This is an optimization exercise on Yosys and OpenROAD, whose aim is small area, not a production implementation.
Function was checked by simulation only, so behaviour that the tests miss may differ from the original.

**flow/design.v**
```verilog
`default_nettype none
package game2048Pkg;
    localparam int LineBits = 4 * 4;
    localparam int BoardBits = LineBits * 4;
    localparam logic [3:0] S_I     = 4'b0000;
    localparam logic [3:0] S_WAIT  = 4'b0001;
    localparam logic [3:0] S_WAITP = 4'b0011;
    localparam logic [3:0] S_LEFT  = 4'b0100;
    localparam logic [3:0] S_UP    = 4'b0101;
    localparam logic [3:0] S_RIGHT = 4'b0110;
    localparam logic [3:0] S_DOWN  = 4'b0111;
    localparam logic [3:0] S_WIN   = 4'b1000;
    localparam logic [3:0] S_WIN1  = 4'b1001;
    localparam logic [3:0] S_LOSE  = 4'b1010;
    localparam logic [3:0] S_LOSE1 = 4'b1011;
    function automatic logic [12-1:0] tileColor(input logic [4-1:0] exponent);
        case (exponent)
            4'd0:  tileColor = 12'h666;
            4'd1:  tileColor = 12'hEDC;
            4'd2:  tileColor = 12'hC98;
            4'd3:  tileColor = 12'hD95;
            4'd4:  tileColor = 12'hF84;
            4'd5:  tileColor = 12'hF65;
            4'd6:  tileColor = 12'hF33;
            4'd7:  tileColor = 12'hEB4;
            4'd8:  tileColor = 12'hFB0;
            4'd9:  tileColor = 12'h8B5;
            4'd10: tileColor = 12'h4AD;
            default: tileColor = 12'h15D;
        endcase
    endfunction
endpackage
`default_nettype wire
`default_nettype none
module lineSlider (
    input  logic [game2048Pkg::LineBits-1:0] lineIn,
    output logic [game2048Pkg::LineBits-1:0] lineOut
);
    localparam int T = 4;
    logic [game2048Pkg::LineBits-1:0] work;
    always_comb begin
        logic [T-1:0] x, y;
        logic xz, m;
        work = lineIn;
        for (int s = 1; s < 4; s++) begin
            for (int k = s - 1; k >= 0; k--) begin
                x = work[k*T +: T];
                y = work[(k+1)*T +: T];
                xz = (x == '0);
                m = xz || (x == y);
                work[k*T +: T] = m ? y + {{(T-1){1'b0}}, !xz} : x;
                work[(k+1)*T +: T] = m ? '0 : y;
            end
        end
        lineOut = work;
    end
endmodule
`default_nettype wire
`default_nettype none
module moveNetwork (
    input  logic                              Clk,
    input  logic [game2048Pkg::BoardBits-1:0] boardIn,
    input  logic [1:0]                        orient,
    input  logic [1:0]                        keyDir,
    input  logic                              moving,
    input  logic [1:0]                        dir,
    output logic [game2048Pkg::BoardBits-1:0] boardOut
);
    localparam int T = 4;
    localparam int N = 4;
    localparam int H = N / 2;
    localparam int LB = game2048Pkg::LineBits;
    logic [1:0] turn;
    logic [H*LB-1:0] linesIn;
    logic [H*LB-1:0] linesOut;
    logic [H*LB-1:0] held;
    assign turn = (moving ? dir : keyDir) - orient;
    always_comb begin
        for (int j = 0; j < H; j++) begin
            for (int k = 0; k < N; k++) begin
                case ({moving, turn})
                    3'b000:  linesIn[(j*N+k)*T +: T] = boardIn[(j*N+k)*T +: T];
                    3'b001:  linesIn[(j*N+k)*T +: T] = boardIn[(k*N+N-1-j)*T +: T];
                    3'b010:  linesIn[(j*N+k)*T +: T] = boardIn[((N-1-j)*N+N-1-k)*T +: T];
                    3'b011:  linesIn[(j*N+k)*T +: T] = boardIn[((N-1-k)*N+j)*T +: T];
                    3'b100:  linesIn[(j*N+k)*T +: T] = boardIn[((j+H)*N+k)*T +: T];
                    3'b101:  linesIn[(j*N+k)*T +: T] = boardIn[(k*N+N-1-j-H)*T +: T];
                    3'b110:  linesIn[(j*N+k)*T +: T] = boardIn[((N-1-j-H)*N+N-1-k)*T +: T];
                    default: linesIn[(j*N+k)*T +: T] = boardIn[((N-1-k)*N+j+H)*T +: T];
                endcase
            end
        end
    end
    for (genvar j = 0; j < H; j++) begin : gSlide
        lineSlider lineSlider_i (
            .lineIn (linesIn[j*LB +: LB]),
            .lineOut(linesOut[j*LB +: LB])
        );
    end
    always_ff @(posedge Clk) begin
        held <= linesOut;
    end
    assign boardOut = {linesOut, held};
endmodule
`default_nettype wire
`default_nettype none
module gameBoard (
    input  logic                              Clk,
    input  logic [3:0]                        st,
    input  logic [1:0]                        keyDir,
    output logic [game2048Pkg::BoardBits-1:0] board,
    output logic [1:0]                        orient,
    output logic                              winFound,
    output logic                              boardFull
);
    localparam int T = 4;
    localparam int N = 4;
    localparam int NC = N * N;
    logic [game2048Pkg::BoardBits-1:0] moved;
    logic [game2048Pkg::BoardBits-1:0] placed;
    logic [NC-1:0] empty;
    logic [NC-1:0] emptyRm;
    logic [NC-1:0] placeRm;
    logic [NC-1:0] place;
    logic pendingNow;
    logic moving;
    assign pendingNow = (st == game2048Pkg::S_WAITP);
    assign moving = (st[3:2] == 2'b01);
    always_comb begin
        winFound = 1'b0;
        for (int n = 0; n < NC; n++) begin
            empty[n] = (board[n*T +: T] == '0);
            winFound = winFound | (board[n*T +: T] == T'(11));
        end
        boardFull = (empty == '0);
    end
    always_comb begin
        for (int r = 0; r < N; r++) begin
            for (int c = 0; c < N; c++) begin
                case (orient)
                    2'b00:   emptyRm[r*N+c] = empty[r*N+c];
                    2'b01:   emptyRm[r*N+c] = empty[(N-1-c)*N+r];
                    2'b10:   emptyRm[r*N+c] = empty[(N-1-r)*N+N-1-c];
                    default: emptyRm[r*N+c] = empty[c*N+N-1-r];
                endcase
            end
        end
    end
    always_comb begin
        logic seen;
        seen = 1'b0;
        for (int n = 0; n < NC; n++) begin
            placeRm[n] = emptyRm[n] & !seen;
            seen = seen | emptyRm[n];
        end
    end
    always_comb begin
        for (int r = 0; r < N; r++) begin
            for (int c = 0; c < N; c++) begin
                case (orient)
                    2'b00:   place[r*N+c] = placeRm[r*N+c];
                    2'b01:   place[r*N+c] = placeRm[c*N+N-1-r];
                    2'b10:   place[r*N+c] = placeRm[(N-1-r)*N+N-1-c];
                    default: place[r*N+c] = placeRm[(N-1-c)*N+r];
                endcase
            end
        end
    end
    always_comb begin
        placed = board;
        for (int n = 0; n < NC; n++) begin
            placed[n*T] = board[n*T] | (pendingNow & place[n]);
        end
    end
    moveNetwork moveNetwork_i (
        .Clk     (Clk),
        .boardIn (placed),
        .orient  (orient),
        .keyDir  (keyDir),
        .moving  (moving),
        .dir     (st[1:0]),
        .boardOut(moved)
    );
    always_ff @(posedge Clk) begin
        if (st == game2048Pkg::S_I) begin
            board <= {{(game2048Pkg::BoardBits-T){1'b0}}, T'(1)};
            orient <= 2'b00;
        end
        else if (moving) begin
            board <= moved;
            orient <= st[1:0];
        end
        else begin
            board <= placed;
        end
    end
endmodule
`default_nettype wire
`default_nettype none
module gameFsm (
    input  logic                   Clk,
    input  logic                   Reset,
    input  logic [3:0]             keys,
    input  logic                   winFound,
    input  logic                   boardFull,
    output logic [3:0]             st,
    output logic [1:0]             keyDir,
    output logic [7:0]             state,
    output logic [12-1:0] background
);
    logic [3:0] nextSt;
    always_comb begin
        if (keys[3])      keyDir = 2'b01;
        else if (keys[2]) keyDir = 2'b11;
        else if (keys[1]) keyDir = 2'b00;
        else              keyDir = 2'b10;
    end
    always_comb begin
        casez (st)
            4'b00?1: begin
                if (winFound)       nextSt = game2048Pkg::S_WIN;
                else if (boardFull) nextSt = game2048Pkg::S_LOSE;
                else if (keys != 4'b0) nextSt = {2'b01, keyDir};
                else                nextSt = game2048Pkg::S_WAIT;
            end
            4'b0000, 4'b01??: nextSt = game2048Pkg::S_WAITP;
            4'b10??: nextSt = {st[3:2], st[1], 1'b1};
            default: nextSt = game2048Pkg::S_I;
        endcase
    end
    always_ff @(posedge Clk or posedge Reset) begin
        if (Reset) begin
            st <= game2048Pkg::S_I;
        end
        else begin
            st <= nextSt;
        end
    end
    always_comb begin
        state = 8'h00;
        casez (st)
            4'b0000: state = 8'h01;
            4'b00?1: state = 8'h02;
            4'b0100: state = 8'h20;
            4'b0101: state = 8'h04;
            4'b0110: state = 8'h10;
            4'b0111: state = 8'h08;
            4'b100?: state = 8'h40;
            4'b101?: state = 8'h80;
            default: state = 8'h00;
        endcase
    end
    always_comb begin
        if (st == game2048Pkg::S_WIN1)       background = 12'h080;
        else if (st == game2048Pkg::S_LOSE1) background = 12'h800;
        else                                 background = 12'hFFF;
    end
endmodule
`default_nettype wire
`default_nettype none
module boardRenderer (
    input  logic [19:0]                       pos,
    input  logic                              bright,
    input  logic [game2048Pkg::BoardBits-1:0] board,
    input  logic [1:0]                        orient,
    input  logic [12-1:0]            background,
    output logic [12-1:0]            rgb
);
    logic [9:0] h;
    logic [9:0] v;
    logic inX, inY;
    logic [1:0] cellRow, cellCol;
    logic [1:0] sr, sc;
    assign h = pos[19:10];
    assign v = pos[9:0];
    always_comb begin
        inX = (h >= 10'd380 && h < 10'd421) || (h >= 10'd425 && h < 10'd466)
           || (h >= 10'd470 && h < 10'd511) || (h >= 10'd515 && h < 10'd556);
        inY = (v >= 10'd180 && v < 10'd221) || (v >= 10'd225 && v < 10'd266)
           || (v >= 10'd270 && v < 10'd311) || (v >= 10'd315 && v < 10'd356);
        cellCol[1] = h >= 10'd468;
        cellCol[0] = (h >= 10'd424 && h < 10'd468) || h >= 10'd512;
        cellRow[1] = v >= 10'd268;
        cellRow[0] = (v >= 10'd224 && v < 10'd268) || v >= 10'd313;
    end
    always_comb begin
        case (orient)
            2'b00:   begin sr = cellRow;  sc = cellCol;  end
            2'b01:   begin sr = ~cellCol; sc = cellRow;  end
            2'b10:   begin sr = ~cellRow; sc = ~cellCol; end
            default: begin sr = cellCol;  sc = ~cellRow; end
        endcase
    end
    always_comb begin
        if (!bright) begin
            rgb = '0;
        end
        else if (inX && inY) begin
            rgb = game2048Pkg::tileColor(board[{sr, sc}*4 +: 4]);
        end
        else begin
            rgb = background;
        end
    end
endmodule
`default_nettype wire
`default_nettype none
module game2048Top (
    input  logic                   Clk,
    input  logic                   Reset,
    input  logic [3:0]             keys,
    input  logic [19:0]            pos,
    input  logic                   bright,
    output logic [7:0]             state,
    output logic [12-1:0] rgb,
    output logic [12-1:0] background
);
    logic [game2048Pkg::BoardBits-1:0] board;
    logic [3:0] st;
    logic [1:0] keyDir;
    logic [1:0] orient;
    logic winFound;
    logic boardFull;
    gameFsm gameFsm_i (
        .Clk       (Clk),
        .Reset     (Reset),
        .keys      (keys),
        .winFound  (winFound),
        .boardFull (boardFull),
        .st        (st),
        .keyDir    (keyDir),
        .state     (state),
        .background(background)
    );
    gameBoard gameBoard_i (
        .Clk      (Clk),
        .st       (st),
        .keyDir   (keyDir),
        .board    (board),
        .orient   (orient),
        .winFound (winFound),
        .boardFull(boardFull)
    );
    boardRenderer boardRenderer_i (
        .pos       (pos),
        .bright    (bright),
        .board     (board),
        .orient    (orient),
        .background(background),
        .rgb       (rgb)
    );
endmodule
`default_nettype wire
```
**flow/flow/run.sh**
```bash
#!/bin/bash
# Layout flow: the standard layout, with the synthesis's technology mapping step
# (Yosys's abc call in ORFS's synth.tcl) run with an area-only ABC script (flow/area.abc)
# instead of ORFS's delay-driven one. Everything else, registers included, is unchanged.
set -euo pipefail
W=$(pwd)

# ORFS's synth.tcl with the one abc call changed to use flow/area.abc
sed 's|log_cmd abc {\*}$abc_args|log_cmd abc -script '"$W"'/flow/area.abc {*}[lrange $abc_args 2 end]|' \
    "$FLOW_HOME/scripts/synth.tcl" > "$W/area_synth.tcl"
grep -q "flow/area.abc" "$W/area_synth.tcl"

# The standard flow's synthesis script, sourcing that copy
sed 's|source $::env(SCRIPTS_DIR)/synth.tcl|source '"$W"'/area_synth.tcl|' \
    "$W/synth_recipe.tcl" > "$W/area_synth_recipe.tcl"
grep -q "area_synth.tcl" "$W/area_synth_recipe.tcl"

# standard.sh with that synthesis script
sed 's|SYNTH_SCRIPT=[^ ]*|SYNTH_SCRIPT='"$W"'/area_synth_recipe.tcl|' \
    "$W/standard.sh" > "$W/area_standard.sh"
grep -q "area_synth_recipe.tcl" "$W/area_standard.sh"

bash "$W/area_standard.sh" "$@" > "$W/flow_make.log" 2>&1
```
**flow/flow/area.abc**
```
strash
dch -f
amap
topo
```
**flow/standard.sh**
```bash
#!/bin/bash
# synth_recipe.tcl (not shown) runs the flow's synth.tcl, then flattens the netlist and writes it again
# the make line also repeats each setting of config.mk as NAME=value (left out here)
make -C /OpenROAD-flow-scripts/flow DESIGN_CONFIG=/design/flow/config.mk WORK_HOME=/design/flow/orfs CLKGATE_MAP_FILE= SYNTH_SCRIPT=/design/flow/synth_recipe.tcl "${@:-finish}"
```
**flow/config.mk**
```make
export PLATFORM = sky130hd
export DESIGN_NAME = game2048Top
export DESIGN_NICKNAME = game2048Top
export VERILOG_FILES = /design/flow/design.v
export SDC_FILE = /design/flow/constraint.sdc
export NUM_CORES = 4
export LEC_CHECK = 0
export ABC_AREA = 1
export CAP_MARGIN = 20
export CORE_MARGIN = 2
export CORE_UTILIZATION = 50
export SLEW_MARGIN = 20
```
**flow/constraint.sdc**
```tcl
create_clock -name core_clock -period 40.0 [get_ports {Clk}]
set_input_delay 8.0000 -clock core_clock [delete_from_list [all_inputs] [get_ports {Clk}]]
set_output_delay 8.0000 -clock core_clock [all_outputs]
set_load 0.01 [all_outputs]
```
==> flow_metrics.env <==
export IMPL_cp_slowest_cell="o32ai_1"
export IMPL_final_util_pct=59.5
export IMPL_worst_pin_slew_ps=1080
export IMPL_die_h_um=136
export IMPL_final_area_um2=10200
export IMPL_post_cts_resize_count=0
export IMPL_drive_above_1_share_pct=4.71
export IMPL_path_cells="clkdlybuf4s50_1 -> clkinv_1 -> nand3_1 -> nor2_1 -> or3_1 -> a21oi_1 -> nor2_1 -> a21oi_1 -> nor2_1 -> a21oi_2 -> buf_4 -> clkinv_1 -> o22ai_1 -> a221oi_1 -> o32ai_1 -> clkinv_1 -> nor2_1 -> nor2_1 -> a31oi_1 -> o221a_1 -> clkdlybuf4s50_1"
export IMPL_clkTransAtPathRegs_ps=70
export IMPL_rsz0062_at_grt="no"
export IMPL_setup_slack_ps=17620
export IMPL_synth_net_count=1348
export IMPL_drt_initial_drc_count=1805
export IMPL_syn_inst=1289
export IMPL_yosys_warnings=5
export IMPL_crit_fanout=33
export IMPL_critPathMostFrequentCell="nor2_1"
export IMPL_num_antenna_cells=0
export IMPL_clock_latency_ps=360
export IMPL_syn_avg_cell_area_um2=6.80
export IMPL_multi_input_area_um2=5910
export IMPL_worstSetupPathType="primary input to primary output"
export IMPL_cts_tree="yes"
export IMPL_detail_route_antenna_nets=0
export IMPL_synth_area_um2=8770
export IMPL_required_ps=32000
export IMPL_grt_pass1_vias=9652
export IMPL_io_pins=59
export IMPL_start_kind="primary input"
export IMPL_worstSetupEndpointType="primary output"
export IMPL_drt_wl_total_mm=34.9
export IMPL_async_reset_ff_share_pct=3.92
export IMPL_netlist_area_leader_share_pct=22.4
export IMPL_postCtsHoldBufs=0
export IMPL_die_area_um2=18600
export IMPL_final_max_slew_viol_count=0
export IMPL_grt_max_degree=69
export IMPL_setup_viol=0
export IMPL_synth_cell_types=50
export IMPL_post_cts_buffers=0
export IMPL_ys_seq_area_share_pct=23.5
export IMPL_path_buf_inv=6
export IMPL_avgViaCountPerCell=6.84
export IMPL_period_share_pct=56.0
export IMPL_clock_path_buffers=2
export IMPL_synth_area_leaders="dfxtp_1 (22%), o22ai_1 (11%), clkinv_1 (8.4%)"
export IMPL_numPortBuffers=58
export IMPL_syn2layout_area_growth_pct=16.9
export IMPL_grtUsageTotal_pct=36.8
export IMPL_ys_ff_latch=102
export IMPL_rows=48
export IMPL_arrival_ps=14380
export IMPL_cts_max_level=3
export IMPL_cp_top_family="buffers and inverters"
export IMPL_place_area_um2=9920
export IMPL_finalCriticalPeriod_ps=22380
export IMPL_drt_wirelength_per_cell_um=21.4
export IMPL_worst_clock_skew_ps=11.2
export IMPL_synth_top_flop_cell="dfxtp_1"
export IMPL_synth_edf_count=0
export IMPL_antenna_found_initial=0
export IMPL_min_path_type="flip-flop to flip-flop"
export IMPL_cts_root_buf="clkbuf_16"
export IMPL_place_gp_congestion=1.05
export IMPL_vias=11100
export IMPL_initial_core_util_pct=50.9
export IMPL_setup_tns_ps=0
export IMPL_yosysTopAreaCell="dfxtp_1"
export IMPL_final_nets=1455
export IMPL_dp_slack_ps=17850
export IMPL_core_um2=17200
export IMPL_drv_cap=0
export IMPL_numCtsBuffers=9
export IMPL_hold_viol_final=0
export IMPL_slew_headroom_pct=27.7
export IMPL_hpwl_mm=25.7
export IMPL_grt_pass1_wl_mm=53.3
export IMPL_drc=0
export IMPL_fill_cells=1712
export IMPL_critPathMaxStageDelay_ps=860
export IMPL_seqCellArea_um2=2060
export IMPL_die_x_um=136
export IMPL_dr_pass1_iters=10
export IMPL_status="complete, no violations"
export IMPL_grt_overflow_total=0
export IMPL_fmax_mhz=44.7
export IMPL_clock_sinks=102
layout by cell type, fill, tap and decap left out, types with 19 or more instances in the layout:
cell               n
clkinv_1         196
nor2_1           192
o22ai_1          156
o21ai_0          105
dfxtp_1           98
nand2_1           95
clkdlybuf4s50_1   58
a21oi_1           50
buf_4             46
nor4_1            38
o221ai_1          33
ha_1              32
a32o_1            31
a31oi_1           25
nand3_1           22
a22oi_1           20
o41ai_1           19
state kept, by name, summed over array words and instances (netlist names):
register	count
gameFsm_i.st	4
gameBoard_i.moveNetwork_i.held	32
gameBoard_i.orient	2
gameBoard_i.board	64
layout make-up:
cell class / count / share of cell area (%)
Clock buffer: 12 / 2.41
Timing Repair Buffer: 105 / 9.30
Clock inverter: 4 / 0.525
Sequential cell: 102 / 20.1
Multi-Input combinational cell: 981 / 57.7
Tap cell: 225 / 2.75
Inverter: 197 / 7.22
logic make-up after synthesis:
family,after synthesis,synth area share [%]
fa+ha+maj,32,4.57
compound gates,526,41.2
simple gates,423,21.6
buf+inv,206,9.21
flops,102,23.5
cells in the mapped netlist (13+ instances only):
| cell type | instances |
|---|---|
| clkinv_1 | 197 |
| a21oi_1 | 51 |
| nor3_1 | 19 |
| a22oi_1 | 20 |
| a31oi_1 | 25 |
| nand2_1 | 97 |
| o221ai_1 | 33 |
| o21ai_0 | 106 |
| o22a_1 | 14 |
| a32o_1 | 31 |
| or2_0 | 13 |
| o22ai_1 | 156 |
| o41ai_1 | 19 |
| nor4_1 | 38 |
| a222oi_1 | 16 |
| nand3_1 | 22 |
| ha_1 | 32 |
| nor2_1 | 192 |
| dfxtp_1 | 98 |
worst paths after layout:
kind | from | end | slack [ps] | cells past startpoint
worst min register to register | gameBoard_i.moveNetwork_i.held[8]$_DFF_P_ | gameBoard_i.board[8]$_SDFF_PP0_ | 440 | 2
worst max-delay path | pos[19] | rgb[11] | 17620 | 21
max in group asynchronous | Reset | gameFsm_i.st[0]$_DFF_PP0_ | 32060 | 2
worst max register to register | gameBoard_i.orient[0]$_SDFFE_PP0P_ | gameBoard_i.board[48]$_SDFF_PP0_ | 27150 | 49
worst min-delay path | gameBoard_i.moveNetwork_i.held[8]$_DFF_P_ | gameBoard_i.board[8]$_SDFF_PP0_ | 440 | 2
min in group asynchronous | Reset | gameFsm_i.st[2]$_DFFE_PP0P_ | 7810 | 2
through the flow:
stage	cells	hold WS, ps
3_5_place_dp	1609	423
5_1_grt	1626	452
2_1_floorplan	1289	401
3_3_place_gp	1609	411
6_report	1626	437
4_1_cts	1625	438
layer usage:
metal | share of wire [%] | up-vias | GRT usage (%)
met1 | 43 | 5106 | 50.7
met2 | 43 | 680 | 56.0
li1 | - | 5221 | -
met3 | 10 | 113 | 7.31
met5 | 0 | - | 0
met4 | 4.1 | 0 | 15.1
worst reg2reg max path, delay by kind of cell, from the launching register on:
family | cells | cell delay, ps
adders and majority gates | 2 | 410
AOI/OAI and AO/OA | 17 | 4210
and+or+nand+nor | 18 | 4860
buffers and inverters | 12 | 2560
DFF | 1 | 720

## separate check: timing with driven ports
How much do the figures lean on ideal ports? The routed layout below was timed once more, with nothing changed but the port constraints. Step 1, drivers: a clkbuf_16 drives Clk and a buf_2 each remaining input, both assumed. Step 2 moves the port delays by t, midway between the first and last clock arrival at a register: inputs arrive t later, outputs are due t later. That takes back most of the time a late clock gives input paths. a / b / c = ideal / step 1 / step 2; a / b = the first two.
t (ns): 0.407
slack for setup (ns): 17.619 / 17.595 / 17.595
worst data-port slew with drivers (ns): 0.04
cell pins on the clock port's net: 1
After both steps this run still meets setup and hold. The setup slack of this run moves by -0.024 ns with the drivers and by -0.024 ns with both steps.
